Source: an optimization exercise on an open RTL-to-GDS flow (aim: small area, a short achievable clock period and few clock cycles). Production flows keep margins and buffers that such runs may drop. Only simulation tests tie the RTL to the original design; equivalence was not proved.

==> run R <==
## text_buffer_with_cursor
module text_buffer_with_cursor (
    input  logic           clk,
    input  logic           rst_n,
    input  logic           in_valid,
    output logic           in_ready,
    input  logic [17:0]    in_data,
    output logic           out_valid,
    input  logic           out_ready,
    output logic [31:0]    out_data
);
Settings: LEC_CHECK=0, CAP_MARGIN=20, CORE_MARGIN=2, CORE_UTILIZATION=40, SETUP_SLACK_MARGIN=3.3, SLEW_MARGIN=20, TNS_END_PERCENT=10; clock period 6.0 ns.
run.sh (not shown) runs the stock make flow with config.mk's settings and CLKGATE_MAP_FILE= SYNTH_SCRIPT=/design/flow/synth_recipe.tcl, a recipe that flattens the netlist after the stock synthesis.
==> run H: changes against run R <==
--- a/flow/design.v
+++ b/flow/design.v
@@ -33,53 +33,33 @@
     input  logic          in_valid,
     output logic          in_ready,
     input  tbc_pkg::in_t  in_data,
     output logic          req_valid,
     input  logic          req_pop,
     output tbc_pkg::in_t  req
 );
     logic         a_valid_reg;
-    logic         b_valid_reg;
-    logic         in_ready_reg;      
     tbc_pkg::in_t a_reg;
-    tbc_pkg::in_t b_reg;
-    logic         take;
     logic         a_load;
-    assign in_ready  = in_ready_reg;
+    assign a_load    = !a_valid_reg || req_pop;
+    assign in_ready  = a_load;
     assign req_valid = a_valid_reg;
     assign req       = a_reg;
-    assign take      = in_valid && !b_valid_reg;
-    assign a_load    = !a_valid_reg || req_pop;
     always_ff @(posedge clk or negedge rst_n)
     begin
         if (!rst_n)
-        begin
-            a_valid_reg  <= 1'b0;
-            b_valid_reg  <= 1'b0;
-            in_ready_reg <= 1'b1;
-        end
+            a_valid_reg <= 1'b0;
         else if (a_load)
-        begin
-            a_valid_reg  <= b_valid_reg || take;
-            b_valid_reg  <= 1'b0;
-            in_ready_reg <= 1'b1;
-        end
-        else if (take)
-        begin
-            b_valid_reg  <= 1'b1;
-            in_ready_reg <= 1'b0;
-        end
+            a_valid_reg <= in_valid;
     end
     always_ff @(posedge clk)
     begin
         if (a_load)
-            a_reg <= b_valid_reg ? b_reg : in_data;
-        if (!b_valid_reg)
-            b_reg <= in_data;
+            a_reg <= in_data;
     end
 endmodule
 module tbc_ram (
     input  logic       clk,
     input  logic [6:0] pos,       
     input  logic       ins,       
     input  logic       shr,       
     input  logic       shl,       
@@ -162,17 +142,16 @@
     logic [5:0] rd_ptr_reg;
     logic [6:0] rem_reg;
     logic       out_valid_reg;
     logic [7:0] char_reg;
     logic       char_valid_reg;
     logic [6:0] done_reg;
     logic       err_reg;
     logic       last_reg;
-    logic [6:0] cur_out_reg, len_out_reg;
     logic       rd_strm_reg;
     logic [6:0] cur_next, len_next, rgt_next, pos_next, hole_next;
     logic       away_next;
     logic       strm_next;
     logic [5:0] rd_ptr_next;
     logic [6:0] rem_next;
     logic [7:0] char_next;
     logic       char_valid_next;
@@ -298,17 +277,20 @@
                         hole_next = (hole_any && !hole_one) ? hole_m2 : '0;
                     end
                 end
                 tbc_pkg::OP_DELETE:
                 begin
                     cur_next  = kc ? cur_mk[6:0] : 7'd0;
                     len_next  = kc ? len_mk : rgt_reg;
                     done_next = d_left;
-                    hole_next = kc ? hole_pk : hole_pc;
+                    if (rgt_reg != '0)
+                        hole_next = kc ? hole_pk : hole_pc;
+                    else
+                        hole_next = '0;
                 end
                 tbc_pkg::OP_MOVE_LEFT:
                 begin
                     cur_next  = kc ? cur_mk[6:0] : 7'd0;
                     rgt_next  = kc ? rgt_pk : len_reg;
                     done_next = d_left;
                 end
                 tbc_pkg::OP_MOVE_RIGHT:
@@ -373,33 +355,31 @@
             strm_reg      <= strm_next;
             out_valid_reg <= out_load || (out_valid_reg && !out_ready);
         end
     end
     always_ff @(posedge clk)
     begin
         rem_reg     <= rem_next;
         rd_strm_reg <= strm_next;
-        cur_out_reg <= cur_next;
-        len_out_reg <= len_next;
         rd_ptr_reg <= rd_ptr_next;
         if (out_load)
         begin
             char_reg       <= char_next;
             char_valid_reg <= char_valid_next;
             done_reg       <= done_next;
             err_reg        <= err_next;
             last_reg       <= last_next;
         end
     end
     assign out_valid            = out_valid_reg;
     assign out_data.char_out    = char_reg;
     assign out_data.char_valid  = char_valid_reg;
-    assign out_data.cursor_pos  = cur_out_reg;
-    assign out_data.text_length = len_out_reg;
+    assign out_data.cursor_pos  = cur_reg;
+    assign out_data.text_length = len_reg;
     assign out_data.done_count  = done_reg;
     assign out_data.full_error  = err_reg;
     assign out_data.last        = last_reg;
 endmodule
 module text_buffer_with_cursor (
     input  logic           clk,
     input  logic           rst_n,
     input  logic           in_valid,
==> run A: changes against run R <==
--- a/flow/design.v
+++ b/flow/design.v
@@ -30,28 +30,33 @@
 module tbc_front (
     input  logic          clk,
     input  logic          rst_n,
     input  logic          in_valid,
     output logic          in_ready,
     input  tbc_pkg::in_t  in_data,
     output logic          req_valid,
     input  logic          req_pop,
-    output tbc_pkg::in_t  req
+    output tbc_pkg::in_t  req,
+    output logic [5:0]    req_op     
 );
     logic         a_valid_reg;
     logic         b_valid_reg;
     logic         in_ready_reg;      
     tbc_pkg::in_t a_reg;
     tbc_pkg::in_t b_reg;
+    tbc_pkg::in_t a_in;
+    logic [5:0]   op_reg;
     logic         take;
     logic         a_load;
     assign in_ready  = in_ready_reg;
     assign req_valid = a_valid_reg;
     assign req       = a_reg;
+    assign req_op    = op_reg;
+    assign a_in      = b_valid_reg ? b_reg : in_data;
     assign take      = in_valid && !b_valid_reg;
     assign a_load    = !a_valid_reg || req_pop;
     always_ff @(posedge clk or negedge rst_n)
     begin
         if (!rst_n)
         begin
             a_valid_reg  <= 1'b0;
             b_valid_reg  <= 1'b0;
@@ -67,29 +72,36 @@
         begin
             b_valid_reg  <= 1'b1;
             in_ready_reg <= 1'b0;
         end
     end
     always_ff @(posedge clk)
     begin
         if (a_load)
-            a_reg <= b_valid_reg ? b_reg : in_data;
+        begin
+            a_reg  <= a_in;
+            op_reg <= '0;
+            if (a_in.opcode < 3'd6)
+                op_reg[a_in.opcode] <= 1'b1;
+        end
         if (!b_valid_reg)
             b_reg <= in_data;
     end
 endmodule
 module tbc_ram (
     input  logic       clk,
     input  logic [6:0] pos,       
     input  logic       ins,       
     input  logic       shr,       
     input  logic       shl,       
     input  logic [7:0] ch,
-    input  logic [5:0] raddr,
+    input  logic [5:0] raddr,     
+    input  logic [5:0] caddr,     
+    input  logic       rsel,      
     output logic [7:0] rdata,
     output logic [7:0] rdata0     
 );
     logic [7:0] mem [64];
     logic [7:0] hi_eq, hi_lt, lo_eq, lo_lt;
     for (genvar j = 0; j < 8; j++)
     begin : g_dec
         assign hi_eq[j] = !pos[6] && (pos[5:3] == 3'(j));
@@ -120,18 +132,18 @@
             mem[i] <= ({8{hold}} & mem[i]) | ({8{sel_ch}} & ch) |
                       ({8{sel_l}} & lnb) | ({8{sel_r}} & rnb);
         end
     end
     logic [7:0] r_lo, r_hi;
     logic [7:0] grp [8];
     for (genvar j = 0; j < 8; j++)
     begin : g_rdec
-        assign r_lo[j] = (raddr[2:0] == 3'(j));
-        assign r_hi[j] = (raddr[5:3] == 3'(j));
+        assign r_lo[j] = rsel ? (raddr[2:0] == 3'(j)) : (caddr[2:0] == 3'(j));
+        assign r_hi[j] = rsel ? (raddr[5:3] == 3'(j)) : (caddr[5:3] == 3'(j));
     end
     for (genvar g = 0; g < 8; g++)
     begin : g_grp
         always_comb
         begin
             grp[g] = '0;
             for (int j = 0; j < 8; j++)
                 grp[g] = grp[g] | ({8{r_lo[j]}} & mem[8*g+j]);
@@ -146,16 +158,17 @@
     assign rdata0 = mem[0];
 endmodule
 module tbc_back (
     input  logic          clk,
     input  logic          rst_n,
     input  logic          req_valid,
     output logic          req_pop,
     input  tbc_pkg::in_t  req,
+    input  logic [5:0]    req_op,
     output logic          out_valid,
     input  logic          out_ready,
     output tbc_pkg::out_t out_data
 );
     logic [6:0] cur_reg, len_reg, rgt_reg;
     logic [6:0] pos_reg, hole_reg;
     logic       away_reg;
     logic       strm_reg;
@@ -199,22 +212,22 @@
     logic [5:0] raddr;
     logic [7:0] char_rd;
     logic       use_rd, use_r0;
     assign k        = req.count;
     assign out_free = !out_valid_reg || out_ready;
     assign full     = len_reg[6];
     assign hole_any = (hole_reg != '0);
     assign hole_one = (hole_reg == 7'd1);
-    assign is_ins  = (req.opcode == tbc_pkg::OP_INSERT);
-    assign is_del  = (req.opcode == tbc_pkg::OP_DELETE);
-    assign is_ml   = (req.opcode == tbc_pkg::OP_MOVE_LEFT);
-    assign is_mr   = (req.opcode == tbc_pkg::OP_MOVE_RIGHT);
-    assign is_sr   = (req.opcode == tbc_pkg::OP_SHOW_RIGHT);
-    assign is_sa   = (req.opcode == tbc_pkg::OP_FULL_TEXT);
+    assign is_ins  = req_op[tbc_pkg::OP_INSERT];
+    assign is_del  = req_op[tbc_pkg::OP_DELETE];
+    assign is_ml   = req_op[tbc_pkg::OP_MOVE_LEFT];
+    assign is_mr   = req_op[tbc_pkg::OP_MOVE_RIGHT];
+    assign is_sr   = req_op[tbc_pkg::OP_SHOW_RIGHT];
+    assign is_sa   = req_op[tbc_pkg::OP_FULL_TEXT];
     assign is_show = is_sr || is_sa;
     assign op_ok     = ((is_ins || is_del) ? !away_reg : 1'b1) && (is_show ? !hole_any : 1'b1);
     assign fire      = req_valid && !strm_reg && out_free && op_ok;
     assign req_pop   = fire;
     assign ins_fire  = fire && is_ins && !full;
     assign del_fire  = fire && is_del;
     assign move_fire = fire && (is_ml || is_mr);
     assign cur_mk  = {1'b0, cur_reg} - {1'b0, k};
@@ -243,17 +256,19 @@
     assign ram_shl = hole_any && !(ins_fire && hole_one);
     tbc_ram u_store (
         .clk    (clk),
         .pos    (pos_reg),
         .ins    (ram_ins),
         .shr    (ram_shr),
         .shl    (ram_shl),
         .ch     (req.char_in),
-        .raddr  (raddr),
+        .raddr  (rd_ptr_reg),
+        .caddr  (cur_reg[5:0]),
+        .rsel   (rd_strm_reg),
         .rdata  (rdata),
         .rdata0 (rdata0)
     );
     always_comb
     begin
         cur_next        = cur_reg;
         len_next        = len_reg;
         rgt_next        = rgt_reg;
@@ -280,70 +295,64 @@
         else if (fire)
         begin
             out_load        = 1'b1;
             char_next       = '0;
             char_valid_next = 1'b0;
             done_next       = '0;
             err_next        = 1'b0;
             last_next       = 1'b1;
-            unique case (req.opcode)
-                tbc_pkg::OP_INSERT:
-                begin
-                    if (full)
-                        err_next = 1'b1;
-                    else
-                    begin
-                        cur_next  = cur_p1;
-                        len_next  = len_p1;
-                        done_next = 7'd1;
-                        hole_next = (hole_any && !hole_one) ? hole_m2 : '0;
-                    end
-                end
-                tbc_pkg::OP_DELETE:
-                begin
-                    cur_next  = kc ? cur_mk[6:0] : 7'd0;
-                    len_next  = kc ? len_mk : rgt_reg;
-                    done_next = d_left;
-                    hole_next = kc ? hole_pk : hole_pc;
-                end
-                tbc_pkg::OP_MOVE_LEFT:
-                begin
-                    cur_next  = kc ? cur_mk[6:0] : 7'd0;
-                    rgt_next  = kc ? rgt_pk : len_reg;
-                    done_next = d_left;
-                end
-                tbc_pkg::OP_MOVE_RIGHT:
-                begin
-                    cur_next  = kr ? cur_pk : len_reg;
-                    rgt_next  = kr ? rgt_mk[6:0] : 7'd0;
-                    done_next = d_right;
-                end
-                tbc_pkg::OP_SHOW_RIGHT, tbc_pkg::OP_FULL_TEXT:
+            if (is_ins)
+            begin
+                if (full)
+                    err_next = 1'b1;
+                else
                 begin
-                    done_next = d_show;
-                    if (!show_zero)
-                    begin
-                        char_next       = char_rd;
-                        char_valid_next = 1'b1;
-                        last_next       = show_one;
-                        strm_next       = !show_one;
-                        rem_next        = is_sa ? len_m1 : (kr ? k_m1 : rgt_m1);
-                    end
+                    cur_next  = cur_p1;
+                    len_next  = len_p1;
+                    done_next = 7'd1;
+                    hole_next = (hole_any && !hole_one) ? hole_m2 : '0;
                 end
-                default:
+            end
+            if (is_del)
+            begin
+                cur_next  = kc ? cur_mk[6:0] : 7'd0;
+                len_next  = kc ? len_mk : rgt_reg;
+                done_next = d_left;
+                hole_next = kc ? hole_pk : hole_pc;
+            end
+            if (is_ml)
+            begin
+                cur_next  = kc ? cur_mk[6:0] : 7'd0;
+                rgt_next  = kc ? rgt_pk : len_reg;
+                done_next = d_left;
+            end
+            if (is_mr)
+            begin
+                cur_next  = kr ? cur_pk : len_reg;
+                rgt_next  = kr ? rgt_mk[6:0] : 7'd0;
+                done_next = d_right;
+            end
+            if (is_show)
+            begin
+                done_next = d_show;
+                if (!show_zero)
                 begin
+                    char_next       = char_rd;
+                    char_valid_next = 1'b1;
+                    last_next       = show_one;
+                    strm_next       = !show_one;
+                    rem_next        = is_sa ? len_m1 : (kr ? k_m1 : rgt_m1);
                 end
-            endcase
+            end
         end
     end
     assign hole_zero_next = !hole_any || (hole_one && ram_shl);
     assign pos_next  = (ins_fire || del_fire || hole_zero_next) ? cur_next : pos_reg;
     assign away_next = !hole_zero_next && (away_reg || move_fire);
-    assign raddr = rd_strm_reg ? rd_ptr_reg : cur_reg[5:0];
     assign use_rd  = strm_reg || is_sr;
     assign use_r0  = !strm_reg && is_sa;
     assign char_rd = ({8{use_rd}} & rdata) | ({8{use_r0}} & rdata0);
     always_comb
     begin
         if (strm_reg)
             rd_ptr_next = out_free ? rd_ptr_reg + 6'd1 : rd_ptr_reg;
         else
@@ -411,29 +420,32 @@
 );
     tbc_pkg::in_t  in_rec;
     tbc_pkg::out_t out_rec;
     assign in_rec   = in_data;
     assign out_data = out_rec;
     logic         req_valid;
     logic         req_pop;
     tbc_pkg::in_t req;
+    logic [5:0]   req_op;
     tbc_front u_front (
         .clk       (clk),
         .rst_n     (rst_n),
         .in_valid  (in_valid),
         .in_ready  (in_ready),
         .in_data   (in_rec),
         .req_valid (req_valid),
         .req_pop   (req_pop),
-        .req       (req)
+        .req       (req),
+        .req_op    (req_op)
     );
     tbc_back u_back (
         .clk       (clk),
         .rst_n     (rst_n),
         .req_valid (req_valid),
         .req_pop   (req_pop),
         .req       (req),
+        .req_op    (req_op),
         .out_valid (out_valid),
         .out_ready (out_ready),
         .out_data  (out_rec)
     );
 endmodule
==> flow_metrics.tcl <==
set metrics [dict create \
    final_common_cell "nand2_1" \
    run_status "finished clean" \
    clock.fmax_mhz 285 \
    slowest_delay_ps 410 \
    endpoint_kind "primary output" \
    row_count 104 \
    viasPerCell 6.96 \
]
the above is filed under run H

==> flow_metrics.tcl <==
set metrics [dict create \
    run_status "finished clean" \
    slowest_delay_ps 580 \
    endpoint_kind "flop" \
    viasPerCell 7.00 \
]
the above is filed under run R

==> flow_metrics.tcl <==
set metrics [dict create \
    viasPerCell 7.00 \
    clock.fmax_mhz 283 \
    row_count 108 \
    run_status "finished clean" \
    endpoint_kind "flop" \
]
the above is filed under run A

Testbench counts of run R, summed over its fixed seeds: cycles 29,386.
Testbench counts of run H, summed over its fixed seeds: cycles 29,142.
Testbench counts of run A, summed over its fixed seeds: cycles 29,386.

what the ideal ports hide:
In the flow no input, the clock included, has a driving cell. The finished layouts below were timed again as built, in two steps.
Step 1 sets driving cells, clkbuf_16 on the clock port and buf_2 on the other inputs (assumed; they add their load-dependent delay and slew).
Step 2 also shifts input and output timing later by t, the mid clock arrival at the registers, as if the neighbouring blocks saw the same clock.
Slacks: ideal ports / drivers / drivers and shift; pairs: ideal ports / drivers.
run	shift t [ns]	setup WS [ns]	hold WS [ns]	worst setup path at the end
run R	0.710	2.567 / 2.567 / 2.254	0.473 / 0.473 / 0.473	input to register
run H	0.698	2.493 / 2.419 / 2.060	0.480 / 0.480 / 0.480	input to register
run A	0.720	2.465 / 2.465 / 2.134	0.468 / 0.468 / 0.468	input to register
After both steps setup and hold are still met in every run listed. For run H, which loses most, drivers alone change the setup slack by -0.074 ns; drivers and shift together by -0.433 ns.
